Context: an optimization exercise on an open-source flow, tuned for small area, a short achievable clock period and few clock cycles per item. The choices shown serve that exercise and are no tape-out recipe. In this exercise RTL edits were held to simulation tests only and were not proved equivalent to the original. Power figures rest on the tool's default switching activity, not on a simulated workload.

--- flow/flow/run.sh ---
#!/bin/bash
# The standard layout (standard.sh) with three changes:
# - no full-adder extraction before ABC (ADDER_MAP_FILE empty), so that ABC sees whole logic
#   cones and can time them;
# - ABC maps the logic with flow/abc_delay.script, a delay-oriented mapping, instead of ORFS's
#   abc_speed.script; the rest of the synthesis is synth_recipe.tcl unchanged;
# - the port buffers are the smallest plain buffer instead of the delay cell buffer_ports picks.
set -euo pipefail
here=$(pwd)
export ADDER_MAP_FILE=
export BUFFER_PORTS_ARGS="-buffer_cell sky130_fd_sc_hd__buf_1"
export MY_ABC_SCRIPT=$here/flow/abc_delay.script
{ head -n 1 synth_recipe.tcl; cat flow/abc_proc.tcl; tail -n +2 synth_recipe.tcl; } > flow_synth.tcl
sed "s|SYNTH_SCRIPT=[^ ]*|SYNTH_SCRIPT=$here/flow_synth.tcl|" standard.sh > flow_standard.sh
bash flow_standard.sh synth > synth.log 2>&1
bash standard.sh > layout.log 2>&1
--- flow/flow/abc_delay.script ---
strash
&get -n
&fraig -x
&put
scorr
dc2
strash
&get -n
&dch -f
&nf {D}
&put
buffer -p
upsize {D}
dnsize {D}
stime -p
--- flow/flow/abc_proc.tcl ---
# ABC maps the logic with the script MY_ABC_SCRIPT names instead of ORFS's.
proc abc {args} {
  set i [lsearch -exact $args -script]
  if { $i >= 0 } { lset args [expr {$i + 1}] $::env(MY_ABC_SCRIPT) }
  yosys abc {*}$args
}
--- flow/standard.sh ---
#!/bin/bash
# synth_recipe.tcl (not shown) runs the flow's synth.tcl, then flattens the netlist and writes it again
# the make line also repeats each setting of config.mk as NAME=value (left out here)
make -C /OpenROAD-flow-scripts/flow DESIGN_CONFIG=/design/flow/config.mk WORK_HOME=/design/flow/orfs CLKGATE_MAP_FILE= SYNTH_SCRIPT=/design/flow/synth_recipe.tcl "${@:-finish}"
--- flow/config.mk ---
export PLATFORM = sky130hd
export DESIGN_NAME = alu_scalar_seq_module
export DESIGN_NICKNAME = alu_scalar_seq_module
export VERILOG_FILES = /design/flow/design.v
export SDC_FILE = /design/flow/constraint.sdc
export NUM_CORES = 4
export LEC_CHECK = 0
export CAP_MARGIN = 20
export CORE_MARGIN = 2
export CORE_UTILIZATION = 40
export SETUP_SLACK_MARGIN = 5
export SLEW_MARGIN = 20
--- flow/constraint.sdc ---
create_clock -name core_clock -period 9.0 [get_ports {clk}]
set_input_delay 1.8000 -clock core_clock [delete_from_list [all_inputs] [get_ports {clk}]]
set_output_delay 1.8000 -clock core_clock [all_outputs]
set_load 0.01 [all_outputs]
--- flow/design.v ---
module alu_scalar_seq_module #(
    parameter int DATA_W = 8,
    parameter int DIM    = 5,
    localparam int NELEM = DIM * DIM,
    localparam int MAT_W = NELEM * DATA_W
) (
    input  logic              clk,
    input  logic              rst,
    input  logic              start,
    input  logic [MAT_W-1:0]  A_flat,
    input  logic [DATA_W-1:0] scalar,
    output logic [MAT_W-1:0]  C_flat,
    output logic              overflow_flag,
    output logic              busy,
    output logic              done
);
    localparam int N0 = (NELEM + 1) / 2;   
    localparam int N1 = NELEM - N0;        
    function automatic logic [15:0] ovf_thr(input logic [7:0] s);
        logic [15:0] thr;
        case (s)
            8'h00: thr = 16'h7f80;
            8'h01: thr = 16'h7f80;
            8'h02: thr = 16'h3fc0;
            8'h03: thr = 16'h2ad6;
            8'h04: thr = 16'h1fe0;
            8'h05: thr = 16'h19e7;
            8'h06: thr = 16'h15eb;
            8'h07: thr = 16'h12ee;
            8'h08: thr = 16'h0ff0;
            8'h09: thr = 16'h0ef2;
            8'h0a: thr = 16'h0cf4;
            8'h0b: thr = 16'h0bf5;
            8'h0c: thr = 16'h0af6;
            8'h0d: thr = 16'h09f7;
            8'h0e: thr = 16'h09f7;
            8'h0f: thr = 16'h08f8;
            8'h10: thr = 16'h07f8;
            8'h11: thr = 16'h07f9;
            8'h12: thr = 16'h07f9;
            8'h13: thr = 16'h06fa;
            8'h14: thr = 16'h06fa;
            8'h15: thr = 16'h06fa;
            8'h16: thr = 16'h05fb;
            8'h17: thr = 16'h05fb;
            8'h18: thr = 16'h05fb;
            8'h19: thr = 16'h05fb;
            8'h1a: thr = 16'h04fc;
            8'h1b: thr = 16'h04fc;
            8'h1c: thr = 16'h04fc;
            8'h1d: thr = 16'h04fc;
            8'h1e: thr = 16'h04fc;
            8'h1f: thr = 16'h04fc;
            8'h20: thr = 16'h03fc;
            8'h21: thr = 16'h03fd;
            8'h22: thr = 16'h03fd;
            8'h23: thr = 16'h03fd;
            8'h24: thr = 16'h03fd;
            8'h25: thr = 16'h03fd;
            8'h26: thr = 16'h03fd;
            8'h27: thr = 16'h03fd;
            8'h28: thr = 16'h03fd;
            8'h29: thr = 16'h03fd;
            8'h2a: thr = 16'h03fd;
            8'h2b: thr = 16'h02fe;
            8'h2c: thr = 16'h02fe;
            8'h2d: thr = 16'h02fe;
            8'h2e: thr = 16'h02fe;
            8'h2f: thr = 16'h02fe;
            8'h30: thr = 16'h02fe;
            8'h31: thr = 16'h02fe;
            8'h32: thr = 16'h02fe;
            8'h33: thr = 16'h02fe;
            8'h34: thr = 16'h02fe;
            8'h35: thr = 16'h02fe;
            8'h36: thr = 16'h02fe;
            8'h37: thr = 16'h02fe;
            8'h38: thr = 16'h02fe;
            8'h39: thr = 16'h02fe;
            8'h3a: thr = 16'h02fe;
            8'h3b: thr = 16'h02fe;
            8'h3c: thr = 16'h02fe;
            8'h3d: thr = 16'h02fe;
            8'h3e: thr = 16'h02fe;
            8'h3f: thr = 16'h02fe;
            8'h40: thr = 16'h01fe;
            8'h41: thr = 16'h01ff;
            8'h42: thr = 16'h01ff;
            8'h43: thr = 16'h01ff;
            8'h44: thr = 16'h01ff;
            8'h45: thr = 16'h01ff;
            8'h46: thr = 16'h01ff;
            8'h47: thr = 16'h01ff;
            8'h48: thr = 16'h01ff;
            8'h49: thr = 16'h01ff;
            8'h4a: thr = 16'h01ff;
            8'h4b: thr = 16'h01ff;
            8'h4c: thr = 16'h01ff;
            8'h4d: thr = 16'h01ff;
            8'h4e: thr = 16'h01ff;
            8'h4f: thr = 16'h01ff;
            8'h50: thr = 16'h01ff;
            8'h51: thr = 16'h01ff;
            8'h52: thr = 16'h01ff;
            8'h53: thr = 16'h01ff;
            8'h54: thr = 16'h01ff;
            8'h55: thr = 16'h01ff;
            8'h56: thr = 16'h01ff;
            8'h57: thr = 16'h01ff;
            8'h58: thr = 16'h01ff;
            8'h59: thr = 16'h01ff;
            8'h5a: thr = 16'h01ff;
            8'h5b: thr = 16'h01ff;
            8'h5c: thr = 16'h01ff;
            8'h5d: thr = 16'h01ff;
            8'h5e: thr = 16'h01ff;
            8'h5f: thr = 16'h01ff;
            8'h60: thr = 16'h01ff;
            8'h61: thr = 16'h01ff;
            8'h62: thr = 16'h01ff;
            8'h63: thr = 16'h01ff;
            8'h64: thr = 16'h01ff;
            8'h65: thr = 16'h01ff;
            8'h66: thr = 16'h01ff;
            8'h67: thr = 16'h01ff;
            8'h68: thr = 16'h01ff;
            8'h69: thr = 16'h01ff;
            8'h6a: thr = 16'h01ff;
            8'h6b: thr = 16'h01ff;
            8'h6c: thr = 16'h01ff;
            8'h6d: thr = 16'h01ff;
            8'h6e: thr = 16'h01ff;
            8'h6f: thr = 16'h01ff;
            8'h70: thr = 16'h01ff;
            8'h71: thr = 16'h01ff;
            8'h72: thr = 16'h01ff;
            8'h73: thr = 16'h01ff;
            8'h74: thr = 16'h01ff;
            8'h75: thr = 16'h01ff;
            8'h76: thr = 16'h01ff;
            8'h77: thr = 16'h01ff;
            8'h78: thr = 16'h01ff;
            8'h79: thr = 16'h01ff;
            8'h7a: thr = 16'h01ff;
            8'h7b: thr = 16'h01ff;
            8'h7c: thr = 16'h01ff;
            8'h7d: thr = 16'h01ff;
            8'h7e: thr = 16'h01ff;
            8'h7f: thr = 16'h01ff;
            8'h80: thr = 16'h0100;
            8'h81: thr = 16'h01ff;
            8'h82: thr = 16'h01ff;
            8'h83: thr = 16'h01ff;
            8'h84: thr = 16'h01ff;
            8'h85: thr = 16'h01ff;
            8'h86: thr = 16'h01ff;
            8'h87: thr = 16'h01ff;
            8'h88: thr = 16'h01ff;
            8'h89: thr = 16'h01ff;
            8'h8a: thr = 16'h01ff;
            8'h8b: thr = 16'h01ff;
            8'h8c: thr = 16'h01ff;
            8'h8d: thr = 16'h01ff;
            8'h8e: thr = 16'h01ff;
            8'h8f: thr = 16'h01ff;
            8'h90: thr = 16'h01ff;
            8'h91: thr = 16'h01ff;
            8'h92: thr = 16'h01ff;
            8'h93: thr = 16'h01ff;
            8'h94: thr = 16'h01ff;
            8'h95: thr = 16'h01ff;
            8'h96: thr = 16'h01ff;
            8'h97: thr = 16'h01ff;
            8'h98: thr = 16'h01ff;
            8'h99: thr = 16'h01ff;
            8'h9a: thr = 16'h01ff;
            8'h9b: thr = 16'h01ff;
            8'h9c: thr = 16'h01ff;
            8'h9d: thr = 16'h01ff;
            8'h9e: thr = 16'h01ff;
            8'h9f: thr = 16'h01ff;
            8'ha0: thr = 16'h01ff;
            8'ha1: thr = 16'h01ff;
            8'ha2: thr = 16'h01ff;
            8'ha3: thr = 16'h01ff;
            8'ha4: thr = 16'h01ff;
            8'ha5: thr = 16'h01ff;
            8'ha6: thr = 16'h01ff;
            8'ha7: thr = 16'h01ff;
            8'ha8: thr = 16'h01ff;
            8'ha9: thr = 16'h01ff;
            8'haa: thr = 16'h01ff;
            8'hab: thr = 16'h01ff;
            8'hac: thr = 16'h01ff;
            8'had: thr = 16'h01ff;
            8'hae: thr = 16'h01ff;
            8'haf: thr = 16'h01ff;
            8'hb0: thr = 16'h01ff;
            8'hb1: thr = 16'h01ff;
            8'hb2: thr = 16'h01ff;
            8'hb3: thr = 16'h01ff;
            8'hb4: thr = 16'h01ff;
            8'hb5: thr = 16'h01ff;
            8'hb6: thr = 16'h01ff;
            8'hb7: thr = 16'h01ff;
            8'hb8: thr = 16'h01ff;
            8'hb9: thr = 16'h01ff;
            8'hba: thr = 16'h01ff;
            8'hbb: thr = 16'h01ff;
            8'hbc: thr = 16'h01ff;
            8'hbd: thr = 16'h01ff;
            8'hbe: thr = 16'h01ff;
            8'hbf: thr = 16'h01ff;
            8'hc0: thr = 16'h02ff;
            8'hc1: thr = 16'h02fe;
            8'hc2: thr = 16'h02fe;
            8'hc3: thr = 16'h02fe;
            8'hc4: thr = 16'h02fe;
            8'hc5: thr = 16'h02fe;
            8'hc6: thr = 16'h02fe;
            8'hc7: thr = 16'h02fe;
            8'hc8: thr = 16'h02fe;
            8'hc9: thr = 16'h02fe;
            8'hca: thr = 16'h02fe;
            8'hcb: thr = 16'h02fe;
            8'hcc: thr = 16'h02fe;
            8'hcd: thr = 16'h02fe;
            8'hce: thr = 16'h02fe;
            8'hcf: thr = 16'h02fe;
            8'hd0: thr = 16'h02fe;
            8'hd1: thr = 16'h02fe;
            8'hd2: thr = 16'h02fe;
            8'hd3: thr = 16'h02fe;
            8'hd4: thr = 16'h02fe;
            8'hd5: thr = 16'h02fe;
            8'hd6: thr = 16'h03fd;
            8'hd7: thr = 16'h03fd;
            8'hd8: thr = 16'h03fd;
            8'hd9: thr = 16'h03fd;
            8'hda: thr = 16'h03fd;
            8'hdb: thr = 16'h03fd;
            8'hdc: thr = 16'h03fd;
            8'hdd: thr = 16'h03fd;
            8'hde: thr = 16'h03fd;
            8'hdf: thr = 16'h03fd;
            8'he0: thr = 16'h04fd;
            8'he1: thr = 16'h04fc;
            8'he2: thr = 16'h04fc;
            8'he3: thr = 16'h04fc;
            8'he4: thr = 16'h04fc;
            8'he5: thr = 16'h04fc;
            8'he6: thr = 16'h04fc;
            8'he7: thr = 16'h05fb;
            8'he8: thr = 16'h05fb;
            8'he9: thr = 16'h05fb;
            8'hea: thr = 16'h05fb;
            8'heb: thr = 16'h06fa;
            8'hec: thr = 16'h06fa;
            8'hed: thr = 16'h06fa;
            8'hee: thr = 16'h07f9;
            8'hef: thr = 16'h07f9;
            8'hf0: thr = 16'h08f9;
            8'hf1: thr = 16'h08f8;
            8'hf2: thr = 16'h09f7;
            8'hf3: thr = 16'h09f7;
            8'hf4: thr = 16'h0af6;
            8'hf5: thr = 16'h0bf5;
            8'hf6: thr = 16'h0cf4;
            8'hf7: thr = 16'h0ef2;
            8'hf8: thr = 16'h10f1;
            8'hf9: thr = 16'h12ee;
            8'hfa: thr = 16'h15eb;
            8'hfb: thr = 16'h19e7;
            8'hfc: thr = 16'h20e1;
            8'hfd: thr = 16'h2ad6;
            8'hfe: thr = 16'h40c1;
            8'hff: thr = 16'h7f81;
            default: thr = 16'h7f80;
        endcase
        ovf_thr = thr;
    endfunction
    function automatic logic [1:0] fa(input logic x, input logic y, input logic z);
        fa = {(x & y) | (x & z) | (y & z), x ^ y ^ z};
    endfunction
    function automatic logic [1:0] ha(input logic x, input logic y);
        ha = {x & y, x ^ y};
    endfunction
    function automatic logic maj(input logic x, input logic y, input logic z);
        maj = (x & y) | (x & z) | (y & z);
    endfunction
    function automatic logic [7:0] lane_mul(input logic [7:0] e, input logic [7:0] s,
                                            input logic [7:0] t);
        logic [7:0] r0, r1, r2, r3;    
        logic [8:0] sx;
        logic       d1, d2, d3;
        logic [1:0] k2, k3, k4, k5a, k5b, k6a, k6b, k7a, k7b, k7c;
        logic [7:0] c;
        sx = {s, 1'b0};
        for (int k = 0; k < 4; k++) begin
            d1 = !e[2*k+1] &  e[2*k];
            d2 =  e[2*k+1] & !e[2*k];
            d3 =  e[2*k+1] &  e[2*k];
            for (int j = 0; j < 8; j++) begin
                logic b;
                b = (d1 & s[j]) | (d2 & sx[j]) | (d3 & t[j]);
                case (k)
                    0: r0[j] = b;
                    1: r1[j] = b;
                    2: r2[j] = b;
                    default: r3[j] = b;
                endcase
            end
        end
        c[0] = r0[0];
        c[1] = r0[1];
        k2   = ha(r0[2], r1[0]);
        c[2] = k2[0];
        k3   = fa(r0[3], r1[1], k2[1]);
        c[3] = k3[0];
        k4   = fa(r0[4], r1[2], r2[0]);
        k5a  = ha(k4[0], k3[1]);
        c[4] = k5a[0];
        k5b  = fa(r0[5], r1[3], r2[1]);
        k6a  = fa(k5b[0], k4[1], k5a[1]);
        c[5] = k6a[0];
        k6b  = fa(r0[6], r1[4], r2[2]);
        k7a  = fa(k6b[0], r3[0], k5b[1]);
        k7b  = ha(k7a[0], k6a[1]);
        c[6] = k7b[0];
        c[7] = r0[7] ^ r1[5] ^ r2[3] ^ r3[1] ^ k6b[1] ^ k7a[1] ^ k7b[1];
        lane_mul = c;
    endfunction
    function automatic logic lane_ovf(input logic [7:0] e, input logic [6:0] nhi,
                                      input logic [6:0] nl, input logic m0);
        logic g, m;
        g = 1'b0;    
        m = m0;      
        for (int i = 0; i < 7; i++) begin
            g = maj(e[i], nhi[i], g);
            m = maj(e[i], nl[i], m);
        end
        lane_ovf = e[7] ? !m : g;
    endfunction
    logic                 busy_q, done_q, ovf_q;
    logic [DATA_W-1:0]    s_q;    
    logic [N0-1:0]        v_q;    
    logic [N0*DATA_W-1:0] c_q;    
    logic [N1*DATA_W-1:0] h_q;    
    logic                 accept;
    logic [DATA_W-1:0]    m_s, m_t;
    logic [7:0]           m_hi, m_lo, m_l;
    logic [6:0]           m_nhi, m_nl;
    logic                 m_m0;
    logic [N0*DATA_W-1:0] m_a, m_c;
    logic [N0-1:0]        m_v;
    assign accept = start & ~busy_q;
    always_comb begin
        m_s = busy_q ? s_q : scalar;
        m_t = m_s + {m_s[6:0], 1'b0};
        {m_hi, m_lo} = ovf_thr(m_s);
        m_l   = m_lo ^ 8'h80;
        m_nhi = ~m_hi[6:0];
        m_nl  = m_l[7] ? 7'd0 : ~m_l[6:0];
        m_m0  = !m_l[7];
        m_a = A_flat[N0*DATA_W-1:0];
        if (busy_q) m_a[N1*DATA_W-1:0] = h_q;
        for (int l = 0; l < N0; l++) begin
            m_c[l*DATA_W +: DATA_W] = lane_mul(m_a[l*DATA_W +: DATA_W], m_s, m_t);
            m_v[l] = lane_ovf(m_a[l*DATA_W +: DATA_W], m_nhi, m_nl, m_m0);
        end
    end
    always_ff @(posedge clk) begin
        s_q <= scalar;
        v_q <= m_v;
        if (accept) c_q <= m_c;
        if (accept) h_q <= A_flat[MAT_W-1:N0*DATA_W];
        else if (busy_q) h_q <= m_c[N1*DATA_W-1:0];
    end
    always_ff @(posedge clk or posedge rst) begin
        if (rst) begin
            busy_q <= 1'b0;
            done_q <= 1'b0;
            ovf_q  <= 1'b0;
        end else begin
            busy_q <= accept;
            done_q <= busy_q;
            if (busy_q) ovf_q <= (|v_q) | (|m_v[N1-1:0]);
        end
    end
    assign C_flat        = {h_q, c_q};
    assign overflow_flag = ovf_q;
    assign busy          = busy_q;
    assign done          = done_q;
endmodule
==> results.json, run 1 <==
{
  "status": "timing/DRC/antenna clean",
  "dieArea_sq_um": 51100,
  "clockBufferDepth": 3,
  "syn_area_sq_um": 19700,
  "via_per_inst": 6.35,
  "cp_cell_sequence": "buf_6 -> mux2i_4 -> buf_12 -> o21ai_4 -> nor3_2 -> a2111oi_4 -> o21ai_2 -> buf_6 -> a211oi_2 -> a21oi_2 -> o21ai_1 -> a222oi_1 -> o211ai_1 -> o31a_1 -> or4_4 -> nor4b_4 -> a21oi_1",
  "clk_pin_slew_ns": 0.06,
  "drive_gt1_share_pct": 26.6,
  "hold_start": "ovf_q$_DFFE_PP0P_",
  "via_count": 23700,
  "yosysWarnings": 1,
  "crit_start": "scalar[3]",
  "clock.fmax_mhz": 208,
  "drc_errors": 0,
  "required_ns": 9.43,
  "cts_buffers": 27,
  "start_util_pct": 40.4,
  "startpoint_type": "input pin",
  "fin_crit_sh_pct": 53.5,
  "rr_worst_depth": 12,
  "fin_tns_setup_ns": 0,
  "synth_nets": 2632,
  "finalWeightedCongestion": 0.966,
  "grt_max_degree": 113,
  "grt_pass1_wl_um": 140000,
  "finalHoldViolCount": 0,
  "endpoint_kind": "flop",
  "setup_viol": 0,
  "synth_cell_types": 74,
  "ys_ff_latch": 224,
  "maxCapViolCount": 0,
  "fin_crit_ns": 4.81,
  "ys_seq_area_share_pct": 33.0,
  "grt_antenna_before_repair": 2,
  "clockRootBuffer": "clkbuf_16",
  "drt_iter0_markers": 3123,
  "synth-edff-count": 200,
  "synth_top_cell_area_share_pct": 30.5,
  "fillers": 4270,
  "fin_skew_ns": 0.0355,
  "max_slew_margin_pct": 23.2,
  "powerDensity_nw_per_um2": 260,
  "utilization_pct": 58.9,
  "netlist_top_cells_count": "439 x nand2_1, 290 x nor2_1, 214 x xnor2_1, 200 x edfxtp_1, 121 x a21oi_1",
  "yosys.area.top_type": "edfxtp_1",
  "maxSlewViolCount": 0,
  "clock_latency_ns": 0.59,
  "yosysMostFrequentCell": "nand2_1",
  "r2r-start": "busy_q$_DFF_PP0_",
  "hp-class": "flop to flop",
  "crit_arrival_ns": 5.25,
  "portBuffers": 413,
  "nets": 3262,
  "cts_tree": "yes",
  "reg2reg_to": "h_q[79]$_DFFE_PP_",
  "ys_async_sr_fraction_pct": 1.34,
  "peakVddDrop_v": 0.000195,
  "holdPathEnd": "ovf_q$_DFFE_PP0P_",
  "critPathMaxFanout": 11,
  "power.leakage_nw": 10.7,
  "crit_path_top_delay_cell": "or4_4",
  "dr.pass1.iters": 9,
  "regToRegSetupSlack_ns": 4.57,
  "syn2layout_area_growth_pct": 46.0,
  "syn_inst": 2421,
  "track_usage_pct": 37.0,
  "dp_hpwl_um": 57600,
  "power_mw": 7.48,
  "cpMostUsedCell": "buf_6",
  "path_class": "input pin to flop",
  "synth_top_cells_by_area": "edfxtp_1 30%, xnor2_1 9.5%, nand2_1 8.4%",
  "rsz0062_at_grt": "yes",
  "wirelength_um": 101000,
  "die_w_um": 226,
  "grt_overflow": 0,
  "dpl_cell_area_sq_um": 22400,
  "die_y_um": 226,
  "wl_per_cell_um": 27.1,
  "fin_area_sq_um": 28800,
  "rows": 81,
  "antenna_left": 0,
  "syn_area_per_cell_sq_um": 8.15,
  "cts_sinks": 224,
  "io_pins": 414,
  "htree_levels": 1,
  "synth_ff_type": "edfxtp_1",
  "grt_pass1_vias": 22200,
  "hold_depth": 2,
  "max_slew.worst_pin.slew_ns": 1.12,
  "cp_slowest_stage_delay_ns": 0.56,
  "core-area_sq_um": 48800
}
sequential cells by signal, summed over array words and instances, names as in the netlist:
signal  cells
c_q       104
v_q        13
busy_q      1
h_q        96
s_q         8
ovf_q       1
done_q      1
area by class of cell:
cell class | count | area (sq um) | area share, %
Clock buffer | 44 | 886 | 3.08
Clock inverter | 5 | 30.0 | 0.104
Multi-Input combinational cell | 2041 | 15500 | 53.9
Antenna cell | 4 | 10.0 | 0.0348
Tap cell | 664 | 831 | 2.89
Sequential cell | 224 | 6500 | 22.6
Inverter | 30 | 120 | 0.417
Timing Repair Buffer | 727 | 4890 | 17.0
cells in the final DEF (no fill, tap or decap), types with 20 or more instances in the layout:
cell type | synthesis | routed
mux2_2 | 65 | 59
nand3_1 | 27 | 22
buf_6 | 5 | 60
xor2_1 | 43 | 22
o22ai_1 | 115 | 113
mux2i_1 | 98 | 63
edfxtp_1 | 200 | 200
buf_4 | 7 | 207
mux2i_2 | 1 | 24
nand2_1 | 439 | 419
a31oi_1 | 35 | 25
inv_1 | 29 | 28
nand2b_1 | 36 | 30
o21ai_0 | 95 | 50
nor2_1 | 290 | 266
o21ai_1 | 16 | 32
xnor2_1 | 214 | 172
dfxtp_1 | 21 | 21
clkbuf_16 | 0 | 31
xnor2_2 | 0 | 36
a21oi_2 | 0 | 20
a21oi_1 | 121 | 89
nor3_1 | 61 | 39
buf_12 | 0 | 37
buf_1 | 10 | 406
a22oi_1 | 61 | 56
nor2b_1 | 35 | 21
report_power, final:
part / leakage (nW) / total, mW / internal, mW / switching, mW
Combinational: 8.07 / 4.59 / 2.02 / 2.57
Clock: 0.458 / 1.14 / 0.671 / 0.469
Sequential: 2.19 / 1.75 / 1.60 / 0.158
critical path: cells and delay by family:
family / cells / cell delay (ns)
muxes: 1 / 0.27
AOI/OAI and AO/OA: 10 / 1.37
buffers and inverters: 3 / 0.48
and+or+nand+nor: 3 / 1.29
cell families after synthesis:
logic type,share of synthesized area [%]
compound gates,20.6
xor+xnor,11.8
fa+ha+maj,1.37
buf+inv,3.86
flops,33.0
mux,8.89
simple gates,20.6
metal layers:
| layer | vias to the layer above | global-route usage, % | wire (um) |
|---|---|---|---|
| li1 | 10100 | - | - |
| met1 | 11300 | 44.9 | 36900 |
| met2 | 1809 | 56.0 | 43500 |
| met3 | 527 | 11.1 | 12300 |
| met4 | 2 | 26.5 | 8450 |
| met5 | - | 1.08 | 59 |
how the worst max path moves through the flow:
stage | slack (ns) | cells after the start | to
2_1_floorplan | 4.31 | 14 | ovf_q$_DFFE_PP0P_
3_3_place_gp | 2.52 | 14 | ovf_q$_DFFE_PP0P_
3_5_place_dp | 2.35 | 14 | ovf_q$_DFFE_PP0P_
4_1_cts | 4.39 | 15 | ovf_q$_DFFE_PP0P_
5_1_grt | 4.14 | 17 | ovf_q$_DFFE_PP0P_
6_report | 4.19 | 17 | ovf_q$_DFFE_PP0P_
stage by stage:
step,hold slack (ns),std cells,worst slack (ns)
floorplan,0.454,2421,4.31
global placement,0.516,3403,2.52
detailed placement,0.529,3403,2.35
CTS,0.542,3658,4.39
global route,0.622,3735,4.14
finish,0.623,3739,4.19
repair_timing:
item                       CTS  global route
pin swaps                  158           209
setup buffers              175            77
hold buffers                 0             0
resized for setup          362           223
setup endpoints to repair  207            90
gates cloned                31             0
Testbench counts, summed over its fixed seeds: cycles 1,920, items 960.
==> run 2, diff against run 1 <==
--- a/flow/config.mk
+++ b/flow/config.mk
@@ -8,5 +8,5 @@
 export CAP_MARGIN = 20
 export CORE_MARGIN = 2
 export CORE_UTILIZATION = 40
-export SETUP_SLACK_MARGIN = 5
+export SETUP_SLACK_MARGIN = 4
 export SLEW_MARGIN = 20
==> run 2 against run 1 <==
Effect of this change: design area down 16%; core utilization fell by 9.7 points; critical path depth grew 1; total power fell by 17%; die area unchanged; clock-buffer cell count fell by 16; via count is 9.7% lower; area after synthesis is the same; clock power fell by 8%; clock skew fell by 0.015 ns; largest power group unchanged; sequential cell count is the same; routed wire length fell by 14%.
==> results.json, run 2 <==
{
  "fin_crit_sh_pct": 57.1,
  "wirelength_um": 86700,
  "crit_end": "ovf_q$_DFFE_PP0P_",
  "startpoint_type": "input pin",
  "layout_common_cells": "433 x nand2_1, 408 x buf_1, 284 x nor2_1, 210 x xnor2_1, 200 x edfxtp_1",
  "clockBufferDepth": 3,
  "hold_buffers": 0,
  "path_class": "input pin to flop",
  "cts_tree": "yes",
  "track_usage_pct": 31.2,
  "hp-class": "flop to flop",
  "die_y_um": 226,
  "rsz0062_at_grt": "yes",
  "crit_arrival_ns": 5.58,
  "ys_seq_area_share_pct": 33.0,
  "reg2reg_to": "ovf_q$_DFFE_PP0P_",
  "via_count": 21400,
  "finalWeightedCongestion": 0.951,
  "syn_area_sq_um": 19700,
  "fin_skew_ns": 0.0210,
  "yosys.area.top_type": "edfxtp_1",
  "yosysMostFrequentCell": "nand2_1",
  "fin_crit_ns": 5.14,
  "p_comb_share_pct": 54.7,
  "required_ns": 9.44,
  "clock.fmax_mhz": 195,
  "mostFrequentLayoutCell": "nand2_1",
  "core-area_sq_um": 48800,
  "p_clk_share_pct": 17.0,
  "syn_area_per_cell_sq_um": 8.15,
  "crit_start": "scalar[1]",
  "peakVddDrop_v": 0.000161,
  "largest_register_ffs": 104,
  "synth_nets": 2632,
  "regToRegSetupSlack_ns": 4.12,
  "syn2layout_area_growth_pct": 22.0,
  "power.leakage_nw": 8.50,
  "htree_levels": 1,
  "maxCapViolCount": 0,
  "syn_inst": 2421,
  "p_int_mw": 3.50,
  "power_mw": 6.19,
  "cts_buffers": 27,
  "netlist_top_cells_count": "439 x nand2_1, 290 x nor2_1, 214 x xnor2_1, 200 x edfxtp_1, 121 x a21oi_1",
  "rows": 81,
  "drt_iter0_markers": 2318,
  "start_util_pct": 40.4,
  "drc_errors": 0,
  "critPathMaxFanout": 18,
  "netSwitchingFraction_pct": 43.4,
  "regArea_sq_um": 6500,
  "antenna_left": 0,
  "grt_overflow": 0,
  "synth_ff_type": "edfxtp_1",
  "status": "timing/DRC/antenna clean",
  "synth-edff-count": 200,
  "rr_worst_depth": 18,
  "synth-compound-area-share_pct": 20.6,
  "clockRootBuffer": "clkbuf_16",
  "grt_max_degree": 108,
  "clock_latency_ns": 0.58,
  "synth_top_family_by_area": "compound AO/OA/AOI/OAI gates",
  "endpoint_kind": "flop",
  "synthSimpleGateAreaFrac_pct": 20.6,
  "utilization_pct": 49.2,
  "grt_pass1_wl_um": 122000,
  "synth_cell_types": 74,
  "synthAdderAreaFrac_pct": 1.37,
  "grt_antenna_before_repair": 3,
  "dp_hpwl_um": 55000,
  "synth_top_cell_area_share_pct": 30.5,
  "grt_pass1_vias": 20300,
  "max_slew.worst_pin.slew_ns": 1.13,
  "holdWs_ns": 0.574,
  "dr.pass1.iters": 8,
  "wl_per_cell_um": 24.7,
  "netSwitchingPower_mw": 2.69,
  "reg_top3": "c_q x104, h_q x96, v_q x13",
  "clk_pin_slew_ns": 0.06,
  "fin_tns_setup_ns": 0,
  "io_pins": 414,
  "yosysWarnings": 1,
  "r2r-start": "busy_q$_DFF_PP0_",
  "synth_top_cells_by_area": "edfxtp_1 30%, xnor2_1 9.5%, nand2_1 8.4%",
  "multiInputGateArea_sq_um": 13200,
  "portBuffers": 413,
  "muxShareOfSynthArea_pct": 8.89,
  "max_slew_margin_pct": 22.3,
  "via_per_inst": 6.12,
  "setup_viol": 0,
  "top_register": "c_q",
  "maxSlewViolCount": 0,
  "fillers": 4815,
  "drive_gt1_share_pct": 10.9,
  "die_w_um": 226,
  "dieArea_sq_um": 51100,
  "p_seq_share_pct": 28.3,
  "finalHoldViolCount": 0,
  "ys_async_sr_fraction_pct": 1.34,
  "nets": 3027,
  "ys_ff_latch": 224,
  "cts_sinks": 224,
  "powerDensity_nw_per_um2": 257,
  "synth_xor_area_share_pct": 11.8
}
[run 2: cell families (layout without fill, tap and decap cells)]
family / after synthesis / in the layout
xor+xnor: 260 / 260
other cells: 0 / 2
simple gates: 951 / 951
buf+inv: 178 / 581
flops: 224 / 224
compound gates: 615 / 621
mux: 166 / 173
fa+ha+maj: 27 / 27
[run 2: worst min path at each step]
stage	depth (start not counted)	startpoint	end	slack, ns
6_report	2	ovf_q$_DFFE_PP0P_	ovf_q$_DFFE_PP0P_	0.57
4_1_cts	2	ovf_q$_DFFE_PP0P_	ovf_q$_DFFE_PP0P_	0.56
3_3_place_gp	2	ovf_q$_DFFE_PP0P_	ovf_q$_DFFE_PP0P_	0.53
3_5_place_dp	2	ovf_q$_DFFE_PP0P_	ovf_q$_DFFE_PP0P_	0.54
2_1_floorplan	0	busy_q$_DFF_PP0_	done_q$_DFF_PP0_	0.45
5_1_grt	2	ovf_q$_DFFE_PP0P_	ovf_q$_DFFE_PP0P_	0.62
[run 2: metrics by stage]
stage / setup slack, ns / instances / cell area (sq um)
after floorplan: 4.06 / 2421 / 19700
after global placement: 2.59 / 3393 / 22000
after detailed placement: 2.47 / 3393 / 22000
after CTS: 3.98 / 3468 / 23300
after global routing: 3.73 / 3502 / 24100
final: 3.86 / 3503 / 24100
[run 2: area by class of cell]
type / count / share of cell area, %
repair buffers: 501 / 10.4
flip-flops and latches: 224 / 27.0
multi-input cells: 2032 / 55.1
clock inverters: 22 / 0.681
inverters: 30 / 0.489
clock buffers: 28 / 2.82
well taps: 664 / 3.45
diodes: 2 / 0.0208
[run 2: repair_timing]
action | in CTS | in global routing
pin swaps | 8 | 13
resized for setup | 65 | 66
setup endpoints to repair | 96 | 34
hold endpoints to repair | 0 | 0
setup buffers | 18 | 21
gates cloned | 7 | 11
[run 2: layer usage]
metal	part of all wire, %	vias up	GRT usage [%]
met5	0	-	0
met4	5.3	0	14.4
met3	11	308	6.40
met2	44	1379	50.6
met1	39	10100	40.0
li1	-	9659	-
[run 2: worst max-delay path, stage by stage]
cell and delay (ns):
buf_2 0.19, mux2i_4 0.30, buf_12 0.22, nor2_1 0.14, o21ai_2 0.26, nand3_1 0.16
a211oi_4 0.25, buf_4 0.20, a21oi_4 0.05, buf_12 0.16, a22oi_1 0.16, o21ai_0 0.12
a222oi_1 0.34, a221oi_1 0.09, o31a_1 0.37, nor4_1 0.34, nor4b_2 0.29, a21oi_1 0.11
[run 2: power groups by stage]
stage	logic [mW]	clock network [mW]	registers (mW)
final	3.38	1.05	1.75
after global routing	3.67	1.11	1.78
after CTS	3.24	1.08	1.75
after detailed placement	3.16	0	1.77
after global placement	3.11	0	1.76
after floorplan	2.16	0	1.85
==> run 3, diff against run 2 <==
--- a/flow/design.v
+++ b/flow/design.v
@@ -371,7 +371,7 @@
     end
     always_ff @(posedge clk) begin
         s_q <= scalar;
-        v_q <= m_v;
+        if (accept || busy_q) v_q <= m_v;
         if (accept) c_q <= m_c;
         if (accept) h_q <= A_flat[MAT_W-1:N0*DATA_W];
         else if (busy_q) h_q <= m_c[N1*DATA_W-1:0];
@@ -384,11 +384,11 @@
         end else begin
             busy_q <= accept;
             done_q <= busy_q;
-            if (busy_q) ovf_q <= (|v_q) | (|m_v[N1-1:0]);
+            if (busy_q) ovf_q <= |v_q;
         end
     end
     assign C_flat        = {h_q, c_q};
-    assign overflow_flag = ovf_q;
+    assign overflow_flag = ovf_q | (|v_q[N1-1:0]);
     assign busy          = busy_q;
     assign done          = done_q;
 endmodule
==> run 3 against run 2 <==
Effect of this change: total power up 2.8%; sequential share of layout area up 0.48 points; clock skew up 0.0035 ns; first-iteration DRC count down 1.9%; largest power group unchanged; highest routed layer is now met5.
==> results.json, run 3 <==
{
  "rows": 82,
  "max_slew_margin_pct": 22.4,
  "grt_antenna_before_repair": 2,
  "clock_latency_ns": 0.58,
  "rr_worst_depth": 11,
  "netlist_top_cells_count": "479 x nand2_1, 282 x nor2_1, 221 x xnor2_1, 213 x edfxtp_1, 91 x o21ai_0",
  "fillers": 4965,
  "fin_crit_sh_pct": 56.9,
  "status": "timing/DRC/antenna clean",
  "core-area_sq_um": 50000,
  "dp_hpwl_um": 55300,
  "syn_area_sq_um": 20200,
  "finalWeightedCongestion": 0.947,
  "hold_buffers": 0,
  "via_count": 20800,
  "drt_iter0_markers": 2275,
  "peakVddDrop_v": 0.000174,
  "finalHoldViolCount": 0,
  "synth-compound-area-share_pct": 18.8,
  "layout_common_cells": "478 x nand2_1, 409 x buf_1, 277 x nor2_1, 216 x xnor2_1, 213 x edfxtp_1",
  "power.leakage_nw": 8.48,
  "ys_ff_latch": 224,
  "maxCapViolCount": 0,
  "cts_buffers": 27,
  "yosysMostFrequentCell": "nand2_1",
  "synth_top_cells_by_area": "edfxtp_1 32%, xnor2_1 9.6%, nand2_1 8.9%",
  "utilization_pct": 48.3,
  "hold_depth": 2,
  "critPathMaxFanout": 20,
  "antenna_left": 0,
  "clockBufferDepth": 3,
  "grt_max_degree": 99,
  "hp-class": "flop to flop",
  "setup_viol": 0,
  "start_util_pct": 40.4,
  "dieArea_sq_um": 52300,
  "required_ns": 9.29,
  "largest_register_ffs": 104,
  "yosys.area.top_type": "edfxtp_1",
  "via_per_inst": 6.04,
  "syn2layout_area_growth_pct": 19.4,
  "synth_top_family_by_area": "simple AND/OR/NAND/NOR gates",
  "mostFrequentLayoutCell": "nand2_1",
  "fin_tns_setup_ns": 0,
  "dr.pass1.iters": 8,
  "io_pins": 414,
  "muxShareOfSynthArea_pct": 9.92,
  "fin_crit_ns": 5.12,
  "syn_inst": 2383,
  "synth_top_cell_area_share_pct": 31.7,
  "maxSlewViolCount": 0,
  "portBuffers": 413,
  "wirelength_um": 86200,
  "synthAdderAreaFrac_pct": 2.24,
  "fin_skew_ns": 0.0245,
  "grt_pass1_wl_um": 126000,
  "nets": 2962,
  "track_usage_pct": 31.4,
  "top_register": "c_q",
  "startpoint_type": "input pin",
  "drc_errors": 0,
  "synth_ff_type": "edfxtp_1",
  "clock.fmax_mhz": 195,
  "synth-edff-count": 213,
  "synth_xor_area_share_pct": 13.1,
  "grt_pass1_vias": 20100,
  "clockRootBuffer": "clkbuf_16",
  "cts_tree": "yes",
  "rsz0062_at_grt": "no",
  "cts_sinks": 224,
  "synthSimpleGateAreaFrac_pct": 19.2,
  "htree_levels": 1,
  "max_slew.worst_pin.slew_ns": 1.16,
  "synth_nets": 2594,
  "endpoint_kind": "flop",
  "reg_top3": "c_q x104, h_q x96, v_q x13",
  "die_w_um": 229,
  "die_y_um": 229,
  "drive_gt1_share_pct": 11.1,
  "yosysWarnings": 1,
  "syn_area_per_cell_sq_um": 8.48,
  "clk_pin_slew_ns": 0.06,
  "ys_async_sr_fraction_pct": 1.34,
  "grt_overflow": 0,
  "wl_per_cell_um": 25.0,
  "crit_arrival_ns": 5.42,
  "synth_cell_types": 77,
  "path_class": "input pin to flop",
  "ys_seq_area_share_pct": 32.8,
  "powerDensity_nw_per_um2": 264
}
==> run 3: final timing paths <==
check,from,endpoint,slack [ns]
max,scalar[7],v_q[9]$_DFFE_PP_,3.88
min,v_q[12]$_DFFE_PP_,ovf_q$_DFFE_PP0P_,0.55
max reg2reg,busy_q$_DFF_PP0_,v_q[9]$_DFFE_PP_,4.38
min reg2reg,v_q[12]$_DFFE_PP_,ovf_q$_DFFE_PP0P_,0.55
max in group asynchronous,rst,busy_q$_DFF_PP0_,7.76
min in group asynchronous,rst,done_q$_DFF_PP0_,1.07
==> run 3: final cells by class <==
cell class	count	area, sq um	share of cell area (%)
multi-input cells	1991	13400	55.6
repair buffers	478	2280	9.44
flip-flops and latches	224	6640	27.5
inverters	29	114	0.472
clock inverters	17	144	0.597
diodes	2	5.00	0.0208
clock buffers	33	698	2.90
well taps	672	841	3.49
==> run 3: timing repair <==
action / CTS / global route
setup endpoints to repair: 91 / 26
pin swaps: 9 / 5
gates resized for setup: 49 / 37
gates cloned: 6 / 2
setup buffers: 22 / 11
endpoints found under the hold margin: 0 / 0
==> run 3: metal layers <==
layer	routed length, um	up-vias	track usage (%)
met4	4490	2	14.3
met3	8060	271	6.01
met2	38600	1177	50.3
met1	35100	9911	41.1
li1	-	9445	-
met5	10	-	0
==> run 3: worst max-delay path, stage by stage <==
cell       delay [ns]
buf_1            0.25
mux2_2           0.79
nand2_1          0.34
a21oi_1          0.20
nand2_1          0.60
a32oi_1          0.45
nor3_1           0.07
a221o_1          0.26
a222oi_1         0.32
a2bb2oi_1        0.19
o31ai_1          0.12
==> run 3: stage by stage <==
step                      power [mW]  instance area (sq um)  setup slack [ns]  std cells  hold WS (ns)
after global routing            6.73                  24100              3.98       3445         0.571
after floorplan                 4.20                  20200              4.21       2383         0.452
after global placement          5.05                  22400              2.26       3353         0.495
after CTS                       6.31                  23800              4.02       3431         0.553
after detailed placement        5.11                  22400              2.39       3353         0.543
final                           6.36                  24100              3.88       3446         0.549
==> run 3: logic make-up (layout without fill, tap and decap cells) <==
family,count (synthesis),count (layout)
AO/OA/AOI/OAI,543,544
XOR/XNOR,281,281
adder cells (fa/ha/maj),44,44
buffers and inverters,174,557
flip-flops,224,224
multiplexers,183,188
other,0,2
AND/OR/NAND/NOR,934,934
==> run 3: where the power goes <==
part | switching, mW | total (mW) | leakage [nW] | internal, mW
registers | 0.158 | 1.78 | 2.20 | 1.62
logic | 2.06 | 3.50 | 5.87 | 1.44
clock network | 0.474 | 1.08 | 0.409 | 0.610
total | 2.69 | 6.36 | 8.48 | 3.67
Testbench counts of run 3, summed over its fixed seeds: cycles 1,920, items 960.
==> run 4, diff against run 3 <==
--- a/flow/config.mk
+++ b/flow/config.mk
@@ -8,5 +8,6 @@
 export CAP_MARGIN = 20
 export CORE_MARGIN = 2
 export CORE_UTILIZATION = 40
+export CTS_BUF_LIST = sky130_fd_sc_hd__clkbuf_8
 export SETUP_SLACK_MARGIN = 4
 export SLEW_MARGIN = 20
==> run 4 against run 3 <==
Effect of this change: largest cell class unchanged; sequential cell count did not move; design area down 0.38%; area after synthesis did not move; clock skew is 0.0091 ns higher; sequential share of layout area grew 0.11 points; non-clock buffer count decreased by 2; register-to-register slack got worse by 0.07 ns; total power is 0.23% lower; sequential power is essentially flat; core utilization decreased by 0.19 points; critical endpoint is now v_q[1]$_DFFE_PP_; combinational power barely moved.
==> results.json, run 4 <==
{
  "top_register": "c_q",
  "p_clk_share_pct": 17.1,
  "status": "timing/DRC/antenna clean",
  "largest_register_ffs": 104,
  "syn_area_per_cell_sq_um": 8.48,
  "fin_crit_ns": 5.00,
  "die_y_um": 229,
  "p_seq_share_pct": 28.1,
  "synth_cell_types": 77,
  "utilization_pct": 48.1,
  "synth_nets": 2594,
  "die_w_um": 229,
  "clk_pin_slew_ns": 0.07,
  "peakVddDrop_v": 0.000138,
  "drt_iter0_markers": 2185,
  "wirelength_um": 86600,
  "synth_top_cells_by_area": "edfxtp_1 32%, xnor2_1 9.6%, nand2_1 8.9%",
  "power_mw": 6.35,
  "nets": 2975,
  "drive_gt1_share_pct": 11.3,
  "max_slew.worst_pin.slew_ns": 1.15,
  "required_ns": 9.37,
  "start_util_pct": 40.4,
  "drc_errors": 0,
  "yosysWarnings": 1,
  "via_per_inst": 6.03,
  "mostFrequentLayoutCell": "nand2_1",
  "finalHoldViolCount": 0,
  "fin_skew_ns": 0.0336,
  "maxSlewViolCount": 0,
  "grt_overflow": 0,
  "ys_ff_latch": 224,
  "htree_levels": 2,
  "clock_latency_ns": 0.64,
  "p_int_mw": 3.66,
  "powerDensity_nw_per_um2": 264,
  "p_comb_share_pct": 54.9,
  "ys_async_sr_fraction_pct": 1.34,
  "hp-class": "flop to flop",
  "syn_area_sq_um": 20200,
  "ys_seq_area_share_pct": 32.8,
  "synth_ff_type": "edfxtp_1",
  "dieArea_sq_um": 52300,
  "grt_pass1_wl_um": 125000,
  "rows": 82,
  "core-area_sq_um": 50000,
  "grt_antenna_before_repair": 1,
  "setup_viol": 0,
  "regToRegSetupSlack_ns": 4.31,
  "fillers": 4978,
  "wl_per_cell_um": 25.0,
  "grt_max_degree": 99,
  "synth_top_cell_area_share_pct": 31.7,
  "finalWeightedCongestion": 0.947,
  "syn_inst": 2383,
  "fin_crit_sh_pct": 55.5,
  "clockRootBuffer": "clkbuf_8",
  "netlist_top_cells_count": "479 x nand2_1, 282 x nor2_1, 221 x xnor2_1, 213 x edfxtp_1, 91 x o21ai_0",
  "antenna_left": 0,
  "dp_hpwl_um": 55300,
  "max_slew_margin_pct": 23.1,
  "grt_pass1_vias": 20200,
  "endpoint_kind": "flop",
  "netSwitchingFraction_pct": 42.4,
  "fin_tns_setup_ns": 0,
  "io_pins": 414,
  "path_class": "input pin to flop",
  "clock.fmax_mhz": 200,
  "netSwitchingPower_mw": 2.69,
  "critPathMaxFanout": 20,
  "power.leakage_nw": 8.52,
  "synth-edff-count": 213,
  "clockBufferDepth": 3,
  "crit_arrival_ns": 5.37,
  "hold_buffers": 0,
  "startpoint_type": "input pin",
  "maxCapViolCount": 0,
  "layout_common_cells": "478 x nand2_1, 409 x buf_1, 280 x nor2_1, 216 x xnor2_1, 213 x edfxtp_1",
  "yosys.area.top_type": "edfxtp_1",
  "dr.pass1.iters": 6,
  "portBuffers": 413,
  "reg_top3": "c_q x104, h_q x96, v_q x13",
  "yosysMostFrequentCell": "nand2_1",
  "via_count": 20900,
  "cts_buffers": 43,
  "cts_sinks": 224,
  "track_usage_pct": 31.5,
  "syn2layout_area_growth_pct": 18.9,
  "rsz0062_at_grt": "yes",
  "cts_tree": "yes"
}
==> run 4: cell counts after synthesis <==
No cell type changed its count.
==> run 4: logic make-up (layout without fill, tap and decap cells) <==
kind of cell | count (synthesis) | count (layout) | share of synthesized area [%]
xor gates and xnor gates | 281 | 281 | 13.1
DFF | 224 | 224 | 32.8
adders and majority gates | 44 | 44 | 2.24
buffers and inverters | 174 | 581 | 3.91
and+or+nand+nor | 934 | 934 | 19.2
other | 0 | 1 | 0
muxes | 183 | 187 | 9.92
AOI/OAI and AO/OA | 543 | 544 | 18.8
==> run 4: area by class of cell <==
| class | instances | area [sq um] | share of cell area (%) |
|---|---|---|---|
| Timing Repair Buffer | 476 | 2210 | 9.19 |
| Sequential cell | 224 | 6640 | 27.6 |
| Inverter | 29 | 114 | 0.474 |
| Antenna cell | 1 | 2.50 | 0.0104 |
| Clock buffer | 45 | 619 | 2.58 |
| Multi-Input combinational cell | 1990 | 13300 | 55.6 |
| Tap cell | 672 | 841 | 3.50 |
| Clock inverter | 31 | 253 | 1.05 |
==> run 4: what timing repair did <==
item / 4_1_cts / 5_1_grt
setup endpoints to repair: 91 / 25
gates cloned: 4 / 3
buffers inserted: 22 / 9
resized for setup: 44 / 33
pin swaps: 8 / 5
==> run 4: path summary, 6_finish.rpt <==
check	cells past startpoint	endpoint	start
max	12	v_q[1]$_DFFE_PP_	scalar[6]
min	2	ovf_q$_DFFE_PP0P_	ovf_q$_DFFE_PP0P_
max reg2reg	12	v_q[1]$_DFFE_PP_	busy_q$_DFF_PP0_
min in group asynchronous	2	ovf_q$_DFFE_PP0P_	rst
max in group asynchronous	2	busy_q$_DFF_PP0_	rst
min reg2reg	2	ovf_q$_DFFE_PP0P_	ovf_q$_DFFE_PP0P_
==> run 4: critical path, stage by stage <==
cell and delay (ns):
buf_1 0.17, mux2i_4 0.08, buf_4 0.28, nor2_1 0.53, nand2_1 0.28, o21ai_2 0.83
o22ai_1 0.19, a31oi_1 0.19, o22ai_1 0.11, maj3_1 0.39, maj3_1 0.36, a2bb2oi_1 0.14
==> run 4: power groups by stage <==
| stage | Clock, mW | Combinational [mW] | Sequential, mW |
|---|---|---|---|
| floorplan | 0 | 2.31 | 1.89 |
| finish | 1.08 | 3.48 | 1.78 |
| global placement | 0 | 3.26 | 1.79 |
| detailed placement | 0 | 3.31 | 1.80 |
| global route | 1.14 | 3.76 | 1.81 |
| CTS | 1.11 | 3.41 | 1.78 |
==> run 4: metrics by stage <==
step	cells	instance area, sq um	worst slack [ns]	hold WS [ns]
after floorplan	2383	20200	4.21	0.452
after detailed placement	3353	22400	2.39	0.543
after CTS	3455	23800	4.00	0.554
final	3468	24000	4.00	0.549
after global placement	3353	22400	2.26	0.495
after global routing	3468	24000	3.97	0.572
==> run 4: layer usage <==
metal / GRT usage [%] / wire (um)
met4: 13.7 / 4070
met3: 6.92 / 8650
met1: 40.8 / 35100
met2: 50.4 / 38800
met5: 0 / 0
==> run 5, diff against run 4 <==
--- a/flow/config.mk
+++ b/flow/config.mk
@@ -8,6 +8,5 @@
 export CAP_MARGIN = 20
 export CORE_MARGIN = 2
 export CORE_UTILIZATION = 40
-export CTS_BUF_LIST = sky130_fd_sc_hd__clkbuf_8
-export SETUP_SLACK_MARGIN = 4
+export SETUP_SLACK_MARGIN = 3.5
 export SLEW_MARGIN = 20
==> run 5 against run 4 <==
Effect of this change: still clean; via count shrank 1.8%; sequential share of layout area grew 0.57 points; combinational power shrank 2%; hold slack is essentially flat; total power shrank 1.2%; core utilization shrank 0.97 points; critical path depth grew 2; area after synthesis is the same; critical path type unchanged; highest routed layer unchanged.
==> results.json, run 5 <==
{
  "reg_top3": "c_q x104, h_q x96, v_q x13",
  "yosysMostFrequentCell": "nand2_1",
  "synth_top_cell_area_share_pct": 31.7,
  "grt_max_degree": 99,
  "power.leakage_nw": 8.23,
  "fin_crit_sh_pct": 60.0,
  "clockRootBuffer": "clkbuf_16",
  "die_y_um": 229,
  "largest_register_ffs": 104,
  "clock_latency_ns": 0.58,
  "via_per_inst": 6.01,
  "cts_sinks": 224,
  "rr_worst_depth": 12,
  "netlist_top_cells_count": "479 x nand2_1, 282 x nor2_1, 221 x xnor2_1, 213 x edfxtp_1, 91 x o21ai_0",
  "drc_errors": 0,
  "io_pins": 414,
  "max_slew_margin_pct": 23.2,
  "htree_levels": 1,
  "antenna_left": 0,
  "grt_pass1_vias": 19900,
  "hp-class": "flop to flop",
  "fin_area_sq_um": 23500,
  "core-area_sq_um": 50000,
  "syn_area_sq_um": 20200,
  "dr.pass1.iters": 6,
  "top_register": "c_q",
  "hold_start": "v_q[12]$_DFFE_PP_",
  "synth_top_cells_by_area": "edfxtp_1 32%, xnor2_1 9.6%, nand2_1 8.9%",
  "fin_skew_ns": 0.0211,
  "clk_pin_slew_ns": 0.06,
  "endpoint_kind": "flop",
  "holdPathEnd": "ovf_q$_DFFE_PP0P_",
  "grt_pass1_wl_um": 122000,
  "clock.fmax_mhz": 185,
  "rows": 82,
  "maxSlewViolCount": 0,
  "regToRegSetupSlack_ns": 3.76,
  "critPathMaxFanout": 25,
  "pre_cts_slack_ns": 2.39,
  "syn_area_per_cell_sq_um": 8.48,
  "required_ns": 9.41,
  "cts_buffers": 27,
  "fin_crit_ns": 5.40,
  "reg2reg_to": "v_q[1]$_DFFE_PP_",
  "portBuffers": 413,
  "yosysWarnings": 1,
  "clockBufferDepth": 3,
  "synth-edff-count": 213,
  "ys_ff_latch": 224,
  "dieArea_sq_um": 52300,
  "track_usage_pct": 30.3,
  "ys_async_sr_fraction_pct": 1.34,
  "syn_inst": 2383,
  "finalWeightedCongestion": 0.947,
  "maxCapViolCount": 0,
  "cts_tree": "yes",
  "power_mw": 6.27,
  "dpl_cell_area_sq_um": 22400,
  "status": "timing/DRC/antenna clean",
  "drive_gt1_share_pct": 9.65,
  "wl_per_cell_um": 24.3,
  "synth_cell_types": 77,
  "dp_hpwl_um": 55300,
  "start_util_pct": 40.4,
  "path_class": "input pin to flop",
  "drt_iter0_markers": 2004,
  "max_slew.worst_pin.slew_ns": 1.15,
  "finalHoldViolCount": 0,
  "grt_overflow": 0,
  "mostFrequentLayoutCell": "nand2_1",
  "die_w_um": 229,
  "wirelength_um": 83100,
  "fillers": 5018,
  "hold_buffers": 0,
  "ys_seq_area_share_pct": 32.8,
  "via_count": 20500,
  "synth_nets": 2594,
  "fin_tns_setup_ns": 0,
  "synth_ff_type": "edfxtp_1",
  "peakVddDrop_v": 0.000174,
  "layout_setup_ws_ns": 3.60,
  "startpoint_type": "input pin",
  "syn2layout_area_growth_pct": 16.5,
  "grt_antenna_before_repair": 1,
  "hold_depth": 2,
  "crit_arrival_ns": 5.81,
  "layout_common_cells": "478 x nand2_1, 413 x buf_1, 281 x nor2_1, 216 x xnor2_1, 213 x edfxtp_1",
  "r2r-start": "busy_q$_DFF_PP0_",
  "setup_viol": 0,
  "nets": 2936,
  "yosys.area.top_type": "edfxtp_1",
  "rsz0062_at_grt": "no",
  "powerDensity_nw_per_um2": 267
}
[run 5: cell counts after synthesis]
Identical to the previous run, type by type.
[run 5: cell type report]
cell class / instances / area (sq um) / share of cell area, %
antenna: 3 / 7.51 / 0.0319
clock buffer: 33 / 698 / 2.97
clock inverter: 17 / 144 / 0.611
inverter: 29 / 114 / 0.484
multi-input combinational: 1985 / 13100 / 55.8
sequential: 224 / 6640 / 28.2
tap: 672 / 841 / 3.57
timing repair buffer: 458 / 1960 / 8.33
[run 5: logic make-up (layout without fill, tap and decap cells)]
| family | after synthesis | count (layout) | synth area share (%) |
|---|---|---|---|
| mux | 183 | 183 | 9.92 |
| fa+ha+maj | 44 | 44 | 2.24 |
| buf+inv | 174 | 537 | 3.91 |
| other cells | 0 | 3 | 0 |
| simple gates | 934 | 934 | 19.2 |
| xor+xnor | 281 | 281 | 13.1 |
| compound gates | 543 | 543 | 18.8 |
| flops | 224 | 224 | 32.8 |
[run 5: how the worst max path moves through the flow]
stage	slack [ns]	depth (start not counted)	to	startpoint
2_1_floorplan	4.21	12	h_q[31]$_DFFE_PP_	scalar[1]
3_3_place_gp	2.26	11	v_q[2]$_DFFE_PP_	scalar[0]
3_5_place_dp	2.39	12	h_q[23]$_DFFE_PP_	scalar[3]
4_1_cts	3.50	14	h_q[71]$_DFFE_PP_	scalar[5]
5_1_grt	3.50	14	h_q[31]$_DFFE_PP_	scalar[0]
6_report	3.60	14	v_q[1]$_DFFE_PP_	scalar[4]
[run 5: through the flow]
step | util (%) | instances | hold slack [ns]
2_1_floorplan | - | 2383 | 0.452
3_3_place_gp | 44.8 | 3353 | 0.495
3_5_place_dp | 44.8 | 3353 | 0.543
4_1_cts | 46.8 | 3413 | 0.553
5_1_grt | 47.1 | 3419 | 0.571
6_report | 47.1 | 3421 | 0.549
[run 5: report_power, final]
group          internal (mW)  switching [mW]  leakage (nW)  total, mW
clock                  0.610           0.474         0.409       1.08
sequential              1.62           0.157          2.20       1.78
combinational           1.39            2.02          5.62       3.41
[run 5: layer usage]
layer	part of all wire, %	routed length [um]	GRT usage [%]	up-vias
met1	41	34500	39.9	9811
met5	0	0	0	-
met3	9.0	7500	5.06	232
li1	-	-	-	9386
met4	4.4	3670	13.2	0
met2	45	37500	49.0	1118
[run 5: critical path, cell delays in order]
cell and delay (ns):
buf_1 0.17, mux2_2 0.48, buf_4 0.46, nor2_2 0.18, a31o_2 0.26, o21ai_0 0.15
a2bb2oi_4 0.59, or2_2 0.56, a32oi_1 0.13, o32ai_1 0.30, a21oi_1 0.07, a221oi_1 0.29
o221ai_1 0.18, a2bb2oi_1 0.17
[run 5: repair_timing]
item | CTS | global route
pin swaps | 5 | 1
gates cloned | 0 | 1
hold endpoints to repair | 0 | 0
setup endpoints to repair | 58 | 19
buffers inserted | 10 | 4
resized for setup | 11 | 13
==> run 6, diff against run 5 <==
--- a/flow/config.mk
+++ b/flow/config.mk
@@ -7,6 +7,6 @@
 export LEC_CHECK = 0
 export CAP_MARGIN = 20
 export CORE_MARGIN = 2
-export CORE_UTILIZATION = 40
-export SETUP_SLACK_MARGIN = 3.5
+export CORE_UTILIZATION = 55
+export SETUP_SLACK_MARGIN = 4
 export SLEW_MARGIN = 20
==> run 6 against run 5 <==
Effect of this change: combinational power rose by 2%; synthesized cell count stayed put; fmax up 6.2%; still clean on timing, DRC and antenna; area after synthesis unchanged; critical endpoint is now h_q[7]$_DFFE_PP_; register-to-register slack better by 0.34 ns; routed wire length fell by 5.3%; hold slack got worse by 0.025 ns.
==> results.json, run 6 <==
{
  "cp_num_buf_inv": 2,
  "syn_area_per_cell_sq_um": 8.48,
  "reg_top3": "c_q x104, h_q x96, v_q x13",
  "ys_async_sr_fraction_pct": 1.34,
  "nets": 2970,
  "setup_viol": 0,
  "crit_arrival_ns": 5.40,
  "maxCapViolCount": 0,
  "clockRootBuffer": "clkbuf_16",
  "netSwitchingPower_mw": 2.65,
  "p_clk_share_pct": 17.1,
  "required_ns": 9.32,
  "layout_common_cells": "477 x nand2_1, 410 x buf_1, 280 x nor2_1, 216 x xnor2_1, 213 x edfxtp_1",
  "synth_nets": 2594,
  "largest_register_ffs": 104,
  "regToRegSetupSlack_ns": 4.10,
  "grt_pass1_vias": 20000,
  "grt_max_degree": 98,
  "fin_skew_ns": 0.0204,
  "fin_crit_sh_pct": 56.5,
  "cp_cell_sequence": "clkbuf_2 -> mux2_2 -> buf_8 -> nand2_1 -> o41ai_4 -> a21oi_4 -> xor2_4 -> a221o_1 -> xor2_1 -> xor2_1 -> xnor3_1 -> nand2b_1 -> xnor2_1 -> mux2_2",
  "powerDensity_nw_per_um2": 266,
  "synth_ff_type": "edfxtp_1",
  "maxSlewViolCount": 0,
  "dieArea_sq_um": 38300,
  "start_util_pct": 55.6,
  "diodes": 0,
  "cp_slowest_stage_delay_ns": 0.42,
  "power_mw": 6.33,
  "cts_buffers": 25,
  "max_slew.worst_pin.slew_ns": 1.16,
  "rows": 70,
  "cts_sinks": 224,
  "die_w_um": 196,
  "clk_pin_slew_ns": 0.06,
  "grt_overflow": 0,
  "dr.pass1.iters": 12,
  "synth-edff-count": 213,
  "p_seq_share_pct": 27.9,
  "synth_top_cell_area_share_pct": 31.7,
  "grt_antenna_before_repair": 0,
  "dpl_cell_area_sq_um": 22200,
  "via_per_inst": 6.52,
  "fin_tns_setup_ns": 0,
  "fin_area_sq_um": 23800,
  "p_comb_share_pct": 55.0,
  "netlist_top_cells_count": "479 x nand2_1, 282 x nor2_1, 221 x xnor2_1, 213 x edfxtp_1, 91 x o21ai_0",
  "top_register": "c_q",
  "hold_buffers": 0,
  "peakVddDrop_v": 0.000227,
  "drive_gt1_share_pct": 11.6,
  "via_count": 21200,
  "cts_tree": "yes",
  "dp_hpwl_um": 52800,
  "core-area_sq_um": 36300,
  "worst-path-stages": 14,
  "wl_per_cell_um": 24.3,
  "track_usage_pct": 39.6,
  "grt_pass1_wl_um": 116000,
  "hold_depth": 2,
  "drc_errors": 0,
  "crit_path_top_delay_cell": "xnor3_1",
  "ys_seq_area_share_pct": 32.8,
  "path_class": "input pin to flop",
  "mostFrequentLayoutCell": "nand2_1",
  "antenna_left": 0,
  "syn_area_sq_um": 20200,
  "syn2layout_area_growth_pct": 17.7,
  "portBuffers": 413,
  "max_slew_margin_pct": 22.2,
  "hp-class": "flop to flop",
  "clock.fmax_mhz": 197,
  "p_int_mw": 3.69,
  "cp_top_family": "XOR/XNOR gates",
  "yosys.area.top_type": "edfxtp_1",
  "finalHoldViolCount": 0,
  "io_pins": 414,
  "yosysMostFrequentCell": "nand2_1",
  "drt_iter0_markers": 2678,
  "ys_ff_latch": 224,
  "netSwitchingFraction_pct": 41.8,
  "rr_worst_depth": 14,
  "htree_levels": 1,
  "power.leakage_nw": 8.45,
  "synth_top_cells_by_area": "edfxtp_1 32%, xnor2_1 9.6%, nand2_1 8.9%",
  "clock_latency_ns": 0.57,
  "fin_crit_ns": 5.08,
  "critPathMaxFanout": 36,
  "clockBufferDepth": 3,
  "syn_inst": 2383,
  "rsz0062_at_grt": "yes",
  "endpoint_kind": "flop",
  "startpoint_type": "input pin",
  "status": "timing/DRC/antenna clean",
  "wirelength_um": 78800,
  "yosysWarnings": 1,
  "finalWeightedCongestion": 1.01,
  "synth_cell_types": 77,
  "die_y_um": 196
}
run 6: cell type report:
class                      instances  area [sq um]
clock buffer                      28           647
inverter                          29           114
tap                              468           586
multi-input combinational       1989         13300
clock inverter                    18           196
timing repair buffer             490          2260
sequential                       224          6640
fill                            3089         12600
run 6: routing by layer:
layer / up-vias / GRT usage, % / wire, um
li1: 9453 / - / -
met1: 9885 / 52.0 / 30300
met4: 0 / 18.8 / 4220
met2: 1501 / 63.7 / 35300
met5: - / 0 / 0
met3: 317 / 6.98 / 8960
run 6: logic make-up after synthesis:
kind of cell	count (synthesis)	share of synthesized area [%]
simple gates	934	19.2
compound gates	543	18.8
xor+xnor	281	13.1
flops	224	32.8
mux	183	9.92
buf+inv	174	3.91
fa+ha+maj	44	2.24
run 6: worst paths after layout:
kind,from,endpoint
setup / recovery,scalar[4],h_q[7]$_DFFE_PP_
hold / removal,v_q[12]$_DFFE_PP_,ovf_q$_DFFE_PP0P_
setup reg to reg,busy_q$_DFF_PP0_,h_q[47]$_DFFE_PP_
hold reg to reg,v_q[12]$_DFFE_PP_,ovf_q$_DFFE_PP0P_
max in group asynchronous,rst,busy_q$_DFF_PP0_
min in group asynchronous,rst,ovf_q$_DFFE_PP0P_
run 6: tightest hold or removal path, stage by stage, from the launching register on:
cell	delay, ns
edfxtp_1	0.31
o21ai_0	0.09
o21ai_0	0.08
run 6: stage by stage:
step | worst slack (ns) | cells | utilization (%) | hold WS [ns]
global placement | 2.41 | 3165 | 61.0 | 0.462
floorplan | 4.21 | 2383 | - | 0.452
detailed placement | 2.52 | 3165 | 61.1 | 0.512
finish | 3.92 | 3246 | 65.4 | 0.524
global route | 3.85 | 3246 | 65.4 | 0.551
CTS | 3.92 | 3235 | 64.6 | 0.532
run 6: power by group through the flow:
| stage | clock [mW] | sequential, mW | combinational (mW) |
|---|---|---|---|
| final | 1.08 | 1.77 | 3.48 |
| after global placement | 0 | 1.77 | 3.22 |
| after detailed placement | 0 | 1.78 | 3.30 |
| after CTS | 1.09 | 1.76 | 3.39 |
| after floorplan | 0 | 1.89 | 2.31 |
| after global routing | 1.12 | 1.79 | 3.75 |
run 6: timing repair:
item,4_1_cts,5_1_grt
cloned,3,1
setup endpoints to repair,95,42
setup buffers,21,10
pin swaps,9,4
gates resized for setup,42,48

## separate check: timing with driven ports
No port has a modelled driver above. Below, the same layouts with a new extraction and two added sets of constraints. Step 1, drivers: a clkbuf_16 drives clk and a buf_2 each remaining input, both assumed. Step 2 times the ports against the registers' clock, not the clock port: input delays grow and output delays shrink by t, the midpoint of the rising clock arrivals with the driver on. Three values: no drivers, after step 1, after step 2; two values: the first two.
| run | t, ns | setup slack, ns | worst hold slack (ns) | worst setup path at the end | slew at the worst register clock pin (ns) |
|---|---|---|---|---|---|
| run 1 | 0.639 | 4.185 / 4.221 / 3.582 | 0.623 / 0.623 / 0.623 | input to register | 0.07 / 0.07 |
| run 2 | 0.621 | 3.859 / 3.873 / 3.252 | 0.574 / 0.574 / 0.574 | input to register | 0.07 / 0.07 |
| run 3 | 0.627 | 3.878 / 3.911 / 3.284 | 0.549 / 0.549 / 0.549 | input to register | 0.07 / 0.07 |
| run 4 | 0.675 | 4.005 / 4.014 / 3.339 | 0.549 / 0.549 / 0.549 | input to register | 0.07 / 0.07 |
| run 5 | 0.627 | 3.603 / 3.611 / 2.985 | 0.549 / 0.549 / 0.549 | input to register | 0.07 / 0.07 |
| run 6 | 0.621 | 3.917 / 3.946 / 3.326 | 0.524 / 0.524 / 0.524 | input to register | 0.07 / 0.07 |
After both steps every run listed still meets setup and hold. For run 4, which loses most, drivers alone change the setup slack by +0.009 ns; drivers and shift together by -0.666 ns.
